This design comes from an exercise in tuning for a short achievable clock period and few clock cycles on the open sky130 flow, not from production work. The RTL was checked by simulation tests, not by an equivalence proof against the original design. No activity file was given, so power comes from the tool's default toggle rates.

==> design.v <==
`timescale 1ns/1ps
`default_nettype none
package rv_pkg;
    parameter int xlen_p       = 32;     
    parameter int reg_addr_w_p = 5;      
    parameter logic [xlen_p-1:0] nop_inst_p = 32'h0000_0013;
    typedef enum logic [6:0] {
        op_reg        = 7'b0110011,
        op_imm        = 7'b0010011,
        op_load       = 7'b0000011,
        op_store      = 7'b0100011,
        op_branch     = 7'b1100011,
        op_jal        = 7'b1101111,
        op_nop_bubble = 7'b0000000      
    } opcode_e;
    typedef enum logic [3:0] {
        alu_add,
        alu_sub,
        alu_and,
        alu_or,
        alu_xor,
        alu_sll,
        alu_srl,
        alu_sra,
        alu_slt,
        alu_sltu
    } alu_op_e;
    typedef struct packed {
        logic                    valid;
        logic [xlen_p-1:0]       pc;
        logic [xlen_p-1:0]       rs1_data;
        logic [xlen_p-1:0]       rs2_data;
        logic [reg_addr_w_p-1:0] rs1;
        logic [reg_addr_w_p-1:0] rs2;
        logic [reg_addr_w_p-1:0] rd;
        logic [xlen_p-1:0]       imm;
        alu_op_e                 alu_op;
        logic [2:0]              funct3;      
        logic                    a_sel_pc;    
        logic                    b_sel_imm;   
        logic                    is_branch;
        logic                    is_jal;
        logic                    mem_read;
        logic                    mem_write;
        logic                    reg_write;
    } id_ex_t;
endpackage
`default_nettype wire
`timescale 1ns/1ps
`default_nettype none
import rv_pkg::*;
module rv_core #(
    parameter int imem_depth_p = 64,
    parameter int dmem_depth_p = 64
) (
    input  logic                            clk,
    input  logic                            reset_i,
    input  logic                            imem_we_i,
    input  logic [$clog2(imem_depth_p)-1:0] imem_addr_i,
    input  logic [xlen_p-1:0]               imem_data_i,
    output logic                            wb_valid_o,
    output logic [reg_addr_w_p-1:0]         wb_rd_o,
    output logic [xlen_p-1:0]               wb_data_o
);
    localparam logic [6:0] OP_REG = 7'b0110011;
    localparam logic [6:0] OP_IMM = 7'b0010011;
    localparam logic [6:0] OP_LD  = 7'b0000011;
    localparam logic [6:0] OP_ST  = 7'b0100011;
    localparam logic [6:0] OP_BR  = 7'b1100011;
    localparam logic [6:0] OP_JAL = 7'b1101111;
    logic [31:0] imem    [64];
    logic [5:0]  pd_nxt  [64];
    logic        pd_jump [64];
    logic        pd_host [64];       
    logic        pd_st   [64];       
    logic        pf_br   [64];       
    logic        pf_nop  [64];       
    logic        pf_st   [64];       
    logic [5:0]  pf_nxt  [64];       
    logic        pf_jump [64];
    logic [6:0]  w_op;
    logic [2:0]  w_f3;
    logic        w_wr_rd;            
    logic        w_br, w_jal, w_jump, w_host, w_nop;
    logic [5:0]  w_off;
    logic [5:0]  w_prev;
    assign w_op    = imem_data_i[6:0];
    assign w_f3    = imem_data_i[14:12];
    assign w_br    = w_op == OP_BR && w_f3[2:1] != 2'b01;
    assign w_jal   = w_op == OP_JAL;
    assign w_wr_rd = imem_data_i[11:7] != 5'd0;
    assign w_jump  = w_jal || (w_br && imem_data_i[31]);
    assign w_off   = w_jal ? imem_data_i[27:22]
                           : {imem_data_i[27:25], imem_data_i[11:9]};
    assign w_nop   = !(w_op == OP_ST || w_br || w_jal ||
                       ((w_op == OP_REG || w_op == OP_IMM || w_op == OP_LD) && w_wr_rd));
    assign w_host  = !(w_br || w_jal || (w_op == OP_LD && w_wr_rd));
    assign w_prev  = imem_addr_i - 6'd1;
    always_ff @(posedge clk) begin
        if (imem_we_i) begin
            imem[imem_addr_i]    <= imem_data_i;
            pd_nxt[imem_addr_i]  <= w_jump ? imem_addr_i + w_off : imem_addr_i + 6'd1;
            pd_jump[imem_addr_i] <= w_jump;
            pd_host[imem_addr_i] <= w_host;
            pd_st[imem_addr_i]   <= w_op == OP_ST;
            pf_st[w_prev]        <= w_op == OP_ST;
            pf_br[w_prev]        <= w_br;
            pf_nop[w_prev]       <= w_nop;
            pf_nxt[w_prev]       <= imem_addr_i + w_off;
            pf_jump[w_prev]      <= w_br && imem_data_i[31];
        end
    end
    logic        redir_q;
    logic [31:0] redir_pc_q;
    logic [31:0] pc_q;
    logic [31:0] f_pc, f_pc4, f_pc8;
    logic [5:0]  f_idx, f_idx1;
    logic        f_fold_br, f_fold_nop, f_fold_st, f_bjump, f_jump;
    logic        d_valid;
    logic [31:0] d_pc, d_pcb;
    logic [31:0] d_inst;
    logic [31:7] d_binst;
    logic        d_jump, d_fold_br, d_fold_st, d_bjump;
    assign f_pc       = redir_q ? redir_pc_q : pc_q;
    assign f_idx      = f_pc[7:2];
    assign f_idx1     = f_idx + 6'd1;
    assign f_pc4      = f_pc + 32'd4;
    assign f_pc8      = f_pc + 32'd8;
    assign f_fold_br  = pd_host[f_idx] && pf_br[f_idx];
    assign f_fold_nop = pd_host[f_idx] && pf_nop[f_idx];
    assign f_fold_st  = pd_host[f_idx] && !pd_st[f_idx] && pf_st[f_idx];
    assign f_bjump    = pf_jump[f_idx];
    assign f_jump     = pd_jump[f_idx];
    always_ff @(posedge clk) begin
        if (reset_i) begin
            pc_q <= '0;
        end else if (f_fold_br && f_bjump) begin
            pc_q <= {f_pc[31:8], pf_nxt[f_idx], f_pc[1:0]};
        end else if (f_fold_br || f_fold_nop || f_fold_st) begin
            pc_q <= f_pc8;
        end else if (f_jump) begin
            pc_q <= {f_pc[31:8], pd_nxt[f_idx], f_pc[1:0]};
        end else begin
            pc_q <= f_pc4;
        end
    end
    always_ff @(posedge clk) begin
        d_valid   <= !reset_i;
        d_pc      <= f_pc;
        d_pcb     <= f_pc4;
        d_inst    <= imem[f_idx];
        d_binst   <= imem[f_idx1][31:7];
        d_jump    <= f_jump;
        d_fold_br <= f_fold_br;
        d_fold_st <= f_fold_st;
        d_bjump   <= f_bjump;
    end
    logic [31:0] regs [32];
    function automatic logic [31:0] rf_read(input logic [4:0] r,
                                            input logic wv, input logic [4:0] wr,
                                            input logic [31:0] wd,
                                            input logic [31:0] rv);
        if (r == 5'd0)              rf_read = '0;
        else if (wv && wr == r)     rf_read = wd;
        else                        rf_read = rv;
    endfunction
    logic [6:0]  d_op;
    logic [2:0]  d_f3;
    logic [4:0]  d_rd, d_rs1, d_rs2;
    logic        d_is_reg, d_is_imm, d_is_ld, d_is_st, d_is_br, d_is_jal;
    logic        d_writes;
    logic [31:0] d_imm_i, d_imm_s, d_imm_b, d_imm_j;
    logic [31:0] d_imm;
    logic [31:0] d_tgt, d_pc4;
    logic        d_exact;
    logic [31:0] d_a, d_b;
    assign d_op  = d_inst[6:0];
    assign d_f3  = d_inst[14:12];
    assign d_rd  = d_inst[11:7];
    assign d_rs1 = d_inst[19:15];
    assign d_rs2 = d_inst[24:20];
    assign d_is_reg = d_op == OP_REG;
    assign d_is_imm = d_op == OP_IMM;
    assign d_is_ld  = d_op == OP_LD;
    assign d_is_st  = d_op == OP_ST;
    assign d_is_br  = d_op == OP_BR && d_f3[2:1] != 2'b01;
    assign d_is_jal = d_op == OP_JAL;
    assign d_writes = (d_is_reg || d_is_imm || d_is_ld || d_is_jal) && d_rd != 5'd0;
    assign d_imm_i = {{20{d_inst[31]}}, d_inst[31:20]};
    assign d_imm_s = {{20{d_inst[31]}}, d_inst[31:25], d_inst[11:7]};
    assign d_imm_b = {{19{d_inst[31]}}, d_inst[31], d_inst[7], d_inst[30:25], d_inst[11:8], 1'b0};
    assign d_imm_j = {{11{d_inst[31]}}, d_inst[31], d_inst[19:12], d_inst[20], d_inst[30:21], 1'b0};
    assign d_tgt   = d_pc + (d_is_jal ? d_imm_j : d_imm_b);
    assign d_pc4   = d_pcb;
    assign d_exact = d_tgt[31:8] == d_pc[31:8] && d_tgt[1:0] == d_pc[1:0];
    always_comb begin
        if (d_is_jal)     d_imm = d_pc4;
        else if (d_is_st) d_imm = d_imm_s;
        else              d_imm = d_imm_i;
    end
    assign d_a = d_is_jal ? '0 : rf_read(d_rs1, wb_valid_o, wb_rd_o, wb_data_o, regs[d_rs1]);
    assign d_b = rf_read(d_rs2, wb_valid_o, wb_rd_o, wb_data_o, regs[d_rs2]);
    always_ff @(posedge clk) begin
        if (wb_valid_o) regs[wb_rd_o] <= wb_data_o;
    end
    logic [2:0]  d_bf3;
    logic [4:0]  d_brs1, d_brs2;
    logic [31:0] d_bimm, d_btgt, d_bpc4;
    logic        d_bexact;
    logic [31:0] d_ba, d_bb;
    assign d_bf3    = d_binst[14:12];
    assign d_brs1   = d_binst[19:15];
    assign d_brs2   = d_binst[24:20];
    assign d_bimm   = {{19{d_binst[31]}}, d_binst[31], d_binst[7], d_binst[30:25],
                       d_binst[11:8], 1'b0};
    assign d_btgt   = d_pcb + d_bimm;
    assign d_bpc4   = d_pc + 32'd8;
    assign d_bexact = d_btgt[31:8] == d_pc[31:8] && d_btgt[1:0] == d_pc[1:0];
    logic [7:0]  d_simm8;
    assign d_simm8  = {d_binst[27:25], d_binst[11:7]};
    assign d_ba     = rf_read(d_brs1, wb_valid_o, wb_rd_o, wb_data_o, regs[d_brs1]);
    assign d_bb     = rf_read(d_brs2, wb_valid_o, wb_rd_o, wb_data_o, regs[d_brs2]);
    logic        e_writes, e_ld, e_st, e_br, e_jal;
    logic [4:0]  e_rd;
    logic [2:0]  e_f3;
    logic        e_alt;          
    logic        e_use_imm;
    logic [31:0] e_a, e_b, e_imm;
    logic        e_fa_ex, e_fa_wb, e_fb_ex, e_fb_wb;
    logic        e_redir_t, e_redir_n;    
    logic [31:0] e_tgt, e_pc4;
    logic [2:0]  e_bf3;          
    logic        e_fb;
    logic        e_fst;          
    logic [7:0]  e_simm8;
    logic [2:0]  e_fbf3;
    logic [31:0] e_ba, e_bb;
    logic        e_bfa_ex, e_bfa_wb, e_bfb_ex, e_bfb_wb;     
    logic        e_bfa_h, e_bfa_w, e_bfb_h, e_bfb_w;         
    logic        e_bredir_t, e_bredir_n;
    logic [31:0] e_btgt, e_bpc4;
    logic        m_writes, m_ld, m_st;
    logic [4:0]  m_rd;
    logic [31:0] m_res, m_sdata;
    logic [5:0]  m_addr;
    logic        d_alu;
    logic        d_kill;
    assign d_alu  = d_is_reg || d_is_imm;
    assign d_kill = reset_i || redir_q || !d_valid;
    always_ff @(posedge clk) begin
        e_writes  <= !d_kill && d_writes;
        e_ld      <= !d_kill && d_is_ld;
        e_st      <= !d_kill && d_is_st;
        e_br      <= !d_kill && d_is_br;
        e_jal     <= !d_kill && d_is_jal;
        e_rd      <= d_rd;
        e_f3      <= d_alu ? d_f3 : 3'b000;
        e_alt     <= (d_is_reg && d_f3 == 3'b000 && d_inst[30]) ||
                     (d_alu && d_f3 == 3'b101 && d_inst[30]);
        e_use_imm <= !d_is_reg;
        e_a       <= d_a;
        e_b       <= d_b;
        e_imm     <= d_imm;
        e_fa_ex   <= e_writes && !e_ld && e_rd == d_rs1 && !d_is_jal;
        e_fa_wb   <= m_writes && m_rd == d_rs1 && !d_is_jal;
        e_fb_ex   <= e_writes && !e_ld && e_rd == d_rs2;
        e_fb_wb   <= m_writes && m_rd == d_rs2;
        e_redir_t <= d_is_jal ? !d_exact : !(d_jump && d_exact);
        e_redir_n <= d_jump;
        e_tgt     <= d_tgt;
        e_pc4     <= d_pc4;
        e_bf3     <= d_f3;
        e_fb       <= !d_kill && d_fold_br;
        e_fst      <= !d_kill && d_fold_st;
        e_simm8    <= d_simm8;
        e_fbf3     <= d_bf3;
        e_ba       <= d_ba;
        e_bb       <= d_bb;
        e_bfa_ex   <= e_writes && !e_ld && e_rd == d_brs1;
        e_bfa_wb   <= m_writes && m_rd == d_brs1;
        e_bfb_ex   <= e_writes && !e_ld && e_rd == d_brs2;
        e_bfb_wb   <= m_writes && m_rd == d_brs2;
        e_bfa_h    <= d_writes && d_rd == d_brs1;
        e_bfa_w    <= e_writes && e_rd == d_brs1;
        e_bfb_h    <= d_writes && d_rd == d_brs2;
        e_bfb_w    <= e_writes && e_rd == d_brs2;
        e_bredir_t <= !(d_bjump && d_bexact);
        e_bredir_n <= d_bjump;
        e_btgt     <= d_btgt;
        e_bpc4     <= d_bpc4;
    end
    logic [31:0] x_a, x_rb, x_b;
    logic [31:0] x_res;
    logic [31:0] x_sum;
    logic [32:0] x_diff;
    logic        x_lt, x_ltu;
    logic        x_live;
    logic [4:0]  x_sh;
    assign x_a  = e_fa_ex ? m_res : e_fa_wb ? wb_data_o : e_a;
    assign x_rb = e_fb_ex ? m_res : e_fb_wb ? wb_data_o : e_b;
    assign x_b  = e_use_imm ? e_imm : x_rb;
    assign x_sh = x_b[4:0];
    assign x_sum  = x_a + x_b;
    assign x_diff = {1'b0, x_a} - {1'b0, x_b};
    assign x_ltu  = x_diff[32];
    assign x_lt   = (x_a[31] ^ x_b[31]) ? x_a[31] : x_diff[31];
    always_comb begin
        case (e_f3)
            3'b000:  x_res = e_alt ? x_diff[31:0] : x_sum;
            3'b001:  x_res = x_a << x_sh;
            3'b010:  x_res = {31'b0, x_lt};
            3'b011:  x_res = {31'b0, x_ltu};
            3'b100:  x_res = x_a ^ x_b;
            3'b101:  x_res = e_alt ? 32'($signed(x_a) >>> x_sh) : x_a >> x_sh;
            3'b110:  x_res = x_a | x_b;
            default: x_res = x_a & x_b;
        endcase
    end
    function automatic logic br_taken(input logic [2:0] f3, input logic [31:0] a,
                                      input logic [31:0] b);
        logic [32:0] diff;
        logic        eq, lt, ltu;
        eq   = a == b;
        diff = {1'b0, a} - {1'b0, b};
        ltu  = diff[32];
        lt   = (a[31] ^ b[31]) ? a[31] : diff[31];
        case (f3)
            3'b000:  br_taken = eq;
            3'b001:  br_taken = !eq;
            3'b100:  br_taken = lt;
            3'b101:  br_taken = !lt;
            3'b110:  br_taken = ltu;
            default: br_taken = !ltu;
        endcase
    endfunction
    logic x_taken;
    assign x_taken = br_taken(e_bf3, x_a, x_rb);
    logic [31:0] x_ba, x_bb;
    assign x_ba = e_bfa_ex ? m_res : e_bfa_wb ? wb_data_o : e_ba;
    assign x_bb = e_bfb_ex ? m_res : e_bfb_wb ? wb_data_o : e_bb;
    logic [7:0] x_addr8;
    assign x_addr8 = x_a[7:0] + e_imm[7:0];
    logic        m_fb;
    logic        m_fst;
    logic [7:0]  m_simm8;
    logic [2:0]  m_fbf3;
    logic [31:0] m_ba, m_bb;
    logic        m_bfa_h, m_bfa_w, m_bfb_h, m_bfb_w;
    logic        m_bredir_t, m_bredir_n;
    logic [31:0] m_btgt, m_bpc4;
    logic [31:0] y_ba, y_bb;
    logic        y_taken, y_mis;
    assign y_ba    = m_bfa_h ? m_res : m_bfa_w ? wb_data_o : m_ba;
    assign y_bb    = m_bfb_h ? m_res : m_bfb_w ? wb_data_o : m_bb;
    assign y_taken = br_taken(m_fbf3, y_ba, y_bb);
    assign y_mis   = m_fb && (y_taken ? m_bredir_t : m_bredir_n);
    assign x_live = !redir_q && !y_mis;
    always_ff @(posedge clk) begin
        if (reset_i) begin
            redir_q <= 1'b0;
        end else begin
            redir_q <= y_mis ||
                       (x_live && ((e_jal && e_redir_t) ||
                                   (e_br && (x_taken ? e_redir_t : e_redir_n))));
        end
        if (y_mis)                   redir_pc_q <= y_taken ? m_btgt : m_bpc4;
        else if (e_jal || x_taken)   redir_pc_q <= e_tgt;
        else                         redir_pc_q <= e_pc4;
    end
    always_ff @(posedge clk) begin
        m_writes   <= !reset_i && x_live && e_writes;
        m_ld       <= e_ld;
        m_st       <= !reset_i && x_live && e_st;
        m_rd       <= e_rd;
        m_res      <= x_res;
        m_sdata    <= x_rb;
        m_addr     <= x_addr8[7:2];
        m_fb       <= !reset_i && x_live && e_fb;
        m_fst      <= !reset_i && x_live && e_fst;
        m_simm8    <= e_simm8;
        m_fbf3     <= e_fbf3;
        m_ba       <= x_ba;
        m_bb       <= x_bb;
        m_bfa_h    <= e_bfa_h;
        m_bfa_w    <= e_bfa_w;
        m_bfb_h    <= e_bfb_h;
        m_bfb_w    <= e_bfb_w;
        m_bredir_t <= e_bredir_t;
        m_bredir_n <= e_bredir_n;
        m_btgt     <= e_btgt;
        m_bpc4     <= e_bpc4;
    end
    logic [31:0] dmem [64];
    logic [7:0] y_saddr;
    assign y_saddr = y_ba[7:0] + m_simm8;
    always_ff @(posedge clk) begin
        if (m_fst)     dmem[y_saddr[7:2]] <= y_bb;
        else if (m_st) dmem[m_addr]       <= m_sdata;
    end
    always_ff @(posedge clk) begin
        wb_valid_o <= !reset_i && m_writes;
        wb_rd_o    <= m_rd;
        wb_data_o  <= m_ld ? dmem[m_addr] : m_res;
    end
endmodule
`default_nettype wire
==> run.sh <==
#!/bin/bash
# synth_recipe.tcl (not shown) runs the flow's synth.tcl, then flattens the netlist and writes it again
# the make line also repeats each setting of config.mk as NAME=value (left out here)
make -C /OpenROAD-flow-scripts/flow DESIGN_CONFIG=/design/flow/config.mk WORK_HOME=/design/flow/orfs CLKGATE_MAP_FILE= SYNTH_SCRIPT=/design/flow/synth_recipe.tcl finish
==> config.mk <==
export PLATFORM = sky130hd
export DESIGN_NAME = rv_core
export DESIGN_NICKNAME = rv_core
export VERILOG_FILES = /design/flow/design.v
export SDC_FILE = /design/flow/constraint.sdc
export NUM_CORES = 4
export LEC_CHECK = 0
export ABC_CLOCK_PERIOD_IN_PS = 3000
export CAP_MARGIN = 20
export CORE_MARGIN = 2
export CORE_UTILIZATION = 40
export SETUP_SLACK_MARGIN = 4
export SLEW_MARGIN = 20
==> constraint.sdc <==
create_clock -name core_clock -period 8.0 [get_ports {clk}]
set_input_delay 1.6000 -clock core_clock [delete_from_list [all_inputs] [get_ports {clk}]]
set_output_delay 1.6000 -clock core_clock [all_outputs]
set_load 0.01 [all_outputs]
==> results.txt <==
synth_stat cells (107+ instances only):
cell | count | area, um2
sky130_fd_sc_hd__dfxtp_1 | 782 | 15700
sky130_fd_sc_hd__ha_1 | 243 | 3040
sky130_fd_sc_hd__a22oi_1 | 123 | 923
sky130_fd_sc_hd__mux4_2 | 2484 | 55900
sky130_fd_sc_hd__buf_2 | 245 | 1230
sky130_fd_sc_hd__nand3_1 | 729 | 3650
sky130_fd_sc_hd__xnor2_1 | 170 | 1490
sky130_fd_sc_hd__mux2i_1 | 726 | 7270
sky130_fd_sc_hd__mux2_2 | 158 | 1780
sky130_fd_sc_hd__nor3_1 | 115 | 576
sky130_fd_sc_hd__nor2_1 | 838 | 3150
sky130_fd_sc_hd__a21oi_1 | 627 | 3140
sky130_fd_sc_hd__and3_1 | 251 | 1570
sky130_fd_sc_hd__buf_1 | 303 | 1140
sky130_fd_sc_hd__clkbuf_1 | 961 | 3610
sky130_fd_sc_hd__a211oi_1 | 201 | 1510
sky130_fd_sc_hd__nand2_1 | 2591 | 9730
sky130_fd_sc_hd__o211ai_1 | 131 | 983
sky130_fd_sc_hd__a31oi_1 | 209 | 1310
sky130_fd_sc_hd__o22ai_1 | 107 | 669
sky130_fd_sc_hd__edfxtp_1 | 6336 | 190000
sky130_fd_sc_hd__a311oi_1 | 258 | 2260
sky130_fd_sc_hd__o21ai_0 | 494 | 2470
sky130_fd_sc_hd__inv_1 | 223 | 837
area by class of cell:
| type | count | area, um2 | area share, % |
|---|---|---|---|
| Antenna cell | 101 | 253 | 0.0673 |
| Clock buffer | 917 | 19400 | 5.18 |
| Clock inverter | 431 | 4010 | 1.07 |
| Inverter | 232 | 1060 | 0.282 |
| Multi-Input combinational cell | 11568 | 116000 | 30.8 |
| Sequential cell | 7118 | 206000 | 54.9 |
| Tap cell | 10790 | 13500 | 3.59 |
| Timing Repair Buffer | 1284 | 15500 | 4.13 |
| Timing Repair inverter | 8 | 80.1 | 0.0213 |
stage by stage:
step / std cells / util [%] / area (um2) / worst slack (ps)
floorplan: 20446 / - / 324000 / 2290
global placement: 30406 / 42.1 / 340000 / 1620
detailed placement: 30415 / 42.1 / 340000 / 1600
CTS: 32216 / 46.2 / 372000 / 2910
global route: 32419 / 46.6 / 376000 / 2660
finish: 32449 / 46.6 / 376000 / 2790
registers in the layout, indices dropped and copies added, names as in the netlist, 64 cells and up:
signal and flops:
pd_host 64, regs 1024, dmem 2048, pf_st 64, pf_nxt 384, pf_jump 64, pd_jump 64, pd_nxt 384
pf_br 64, pf_nop 64, imem 2048, pd_st 64
timing repair:
item                       in CTS  in global routing
gates cloned                   75                 15
pin swaps                     185                122
buffers inserted              378                115
setup endpoints to repair    4489               2818
resized for setup             874                379
worst paths after layout:
kind | startpoint | to | slack (ps)
max | e_fb_wb | m_res[31] | 2790
min | e_btgt[6] | m_btgt[6] | 310
max reg2reg | e_fb_wb | m_res[31] | 2790
min reg2reg | e_btgt[6] | m_btgt[6] | 310
per-layer routing:
metal / share of wire, % / vias up / GRT usage (%)
met5: 0.051 / - / 0
met4: 6.4 / 62 / 14.4
met3: 11 / 3007 / 6.05
met2: 46 / 13639 / 42.6
met1: 37 / 107965 / 35.9
li1: - / 83062 / -
power by group through the flow:
stage	registers [mW]	logic, mW	clock network [mW]
2_1_floorplan	46.9	37.8	0
3_3_place_gp	48.9	59.3	0
3_5_place_dp	48.8	59.4	0
4_1_cts	47.9	63.8	34.3
5_1_grt	48.0	68.9	35.7
6_report	48.0	66.5	34.0
cell families (layout without fill, tap and decap cells):
group / Yosys count / after routing / share of synthesized area, %
and+or+nand+nor: 4879 / 4900 / 6.52
DFF: 7118 / 7118 / 63.7
muxes: 3371 / 3371 / 20.1
other: 0 / 101 / 0
buffers and inverters: 1784 / 2872 / 2.22
AOI/OAI and AO/OA: 2784 / 2787 / 5.75
xor gates and xnor gates: 259 / 259 / 0.732
adders and majority gates: 251 / 251 / 0.990
==> out/summary.txt <==
================================================================================
Run status                                      no timing/DRC/antenna violations
GR Overflow Total                                                              0
Syn Std Cell Area                                                      0.323 mm2
Clock sink total                                                            7118
Syn_nets                                                                   20738
Worst path max stage delay                                                570 ps
IO Pins                                                                       79
Initial antenna violation count                                               91
Number of pins exceeding their max-slew limit in the final report              0
Largest delay contributor family on the critical path               compound AO/OA/AOI/OAI gates
Post-synth EDFFs                                                            6336
Global routing usage summed across all routing layers                      27.3%
Path category of the worst min-delay check                          flop to flop
Drt pass-1 iters                                                               7
Worst clock skew on the final layout                                     90.1 ps
Maximum number of pins on one net before global-route repair                 107
Critical path peak fanout                                                      9
Final Hold Viols                                                               0
Share of the yosys chip area belonging to registers                        63.7%
Wire length per cell after detailed routing                              35.6 um
Initial core utilization                                                   40.1%
Initial drt markers                                                        30454
Vias in the first global route                                            199928
Hold-fix buffers at CTS                                                        0
Sequential fraction of design power                                        32.3%
Worst-case headroom to the max-slew limit                                  13.1%
Clock power share                                                          22.9%
Synthesis-to-layout area growth                                            16.2%
Number of synthesis warnings                                                   1
Horizontal extent of the die                                              903 um
Critical Path Start Type                                                    flop
Top flip-flop cell by instance count after synthesis                sky130_fd_sc_hd__edfxtp_1
Max-cap violation count                                                        0
Share of cells above drive strength 1                                      26.8%
Worst EP required                                                        8980 ps
Post-route setup TNS                                                        0 ps
Critical setup path kind                                            flop to flop
HPWL after DPL                                                         662000 um
First-pass GRT wire length                                            1580000 um
Cell with the largest stage delay on the worst path                 sky130_fd_sc_hd__fa_2
Vias per Instance                                                           6.40
Power density over cell area                                          395 mW/mm2
Number of cells traversed by the worst register-to-register path              25
Cell mode on critical path                                          sky130_fd_sc_hd__o31ai_4
Combinational group share of total power                                   44.8%
Hold Slack                                                                312 ps
Mean post-synth cell area                                               15.8 um2
Setup Viol. Count Final                                                        0
Internal Pwr Total                                                       89.9 mW
Arrival time of data at the critical path endpoint                       6190 ps
Number of cells traversed by the worst hold path                               0
PortBufs                                                                      78
Flop and latch count out of synthesis                                       7118
CP Capture Type                                                             flop
Switching power summed over all nets                                     58.6 mW
Instance count of the mapped netlist                                       20446
Vertical die dimension                                                    903 um
Number of nets in the final layout                                         21233
DRC viols                                                                      0
Sum of routed wire length over all layers                             1150000 um
Time the final worst path needs with I/O delays and setup                5210 ps
Antenna-violating nets left                                                    0
Maximum clock path buffer count                                                4
Post-layout power                                                         148 mW
Placeable core region                                                  0.807 mm2
Number of filler cells placed in the layout                                68416
Upper clock frequency limit                                            0.192 GHz
Root Buffer                                                         sky130_fd_sc_hd__clkbuf_16
Routed vias                                                               207735
Clock network latency to the later pin of the worst-skew pair            1170 ps
Std cell rows                                                                330
Count of cell types in the netlist                                            87
Number of stages on the worst setup path                                      25
Commonest cells after routing, fill and taps aside                  6336 x sky130_fd_sc_hd__edfxtp_1, 2557 x sky130_fd_sc_hd__nand2_1, 2484 x sky130_fd_sc_hd__mux4_2
Gp weighted congestion                                                     0.992
Most common cell after layout, fill and taps aside                  sky130_fd_sc_hd__edfxtp_1
Die area                                                               0.816 mm2
Lkg Pwr                                                                   122 nW
Share of flip-flops with an asynchronous set or reset                         0%
Max H-tree Level                                                               6
Transition time at the pin with the least slew margin                    1300 ps
Net switching share of the total power                                     39.5%
RSZ-0062 raised after global routing                                        true
Clock tree from TritonCTS                                                   done
Clock buffer count from CTS                                                  729
Worst IR Drop VDD                                                       0.341 mV
Clock-pin slew on the worst setup and hold paths                           70 ps
Post-route fraction of the period consumed by the critical path            65.1%
Worst Path Buf+Inv                                                             3
================================================================================
Testbench counts, summed over its fixed seeds: cycles 122,808.

-- port drivers added, routing unchanged --
No port has a modelled driver above. Below, the same layout with a new extraction and two added sets of constraints. Step 1 (the two cells are an assumption about what drives the block):
set clk [get_ports {clk}]
set_driving_cell -lib_cell sky130_fd_sc_hd__clkbuf_16 $clk
set_driving_cell -lib_cell sky130_fd_sc_hd__buf_2 [delete_from_list [all_inputs] $clk]
Step 2 times the ports against the registers' clock, not the clock port: input delays grow and output delays shrink by t, the midpoint of the rising clock arrivals with the driver on. Three values: no drivers, after step 1, after step 2; two values: the first two.
t (ns): 1.264
setup WS [ns]: 2.795 / 2.795 / 2.707
hold WS [ns]: 0.312 / 0.312 / 0.312
After both steps this run still meets setup and hold. The setup slack of this run moves by 0.000 ns with the drivers and by -0.088 ns with both steps.
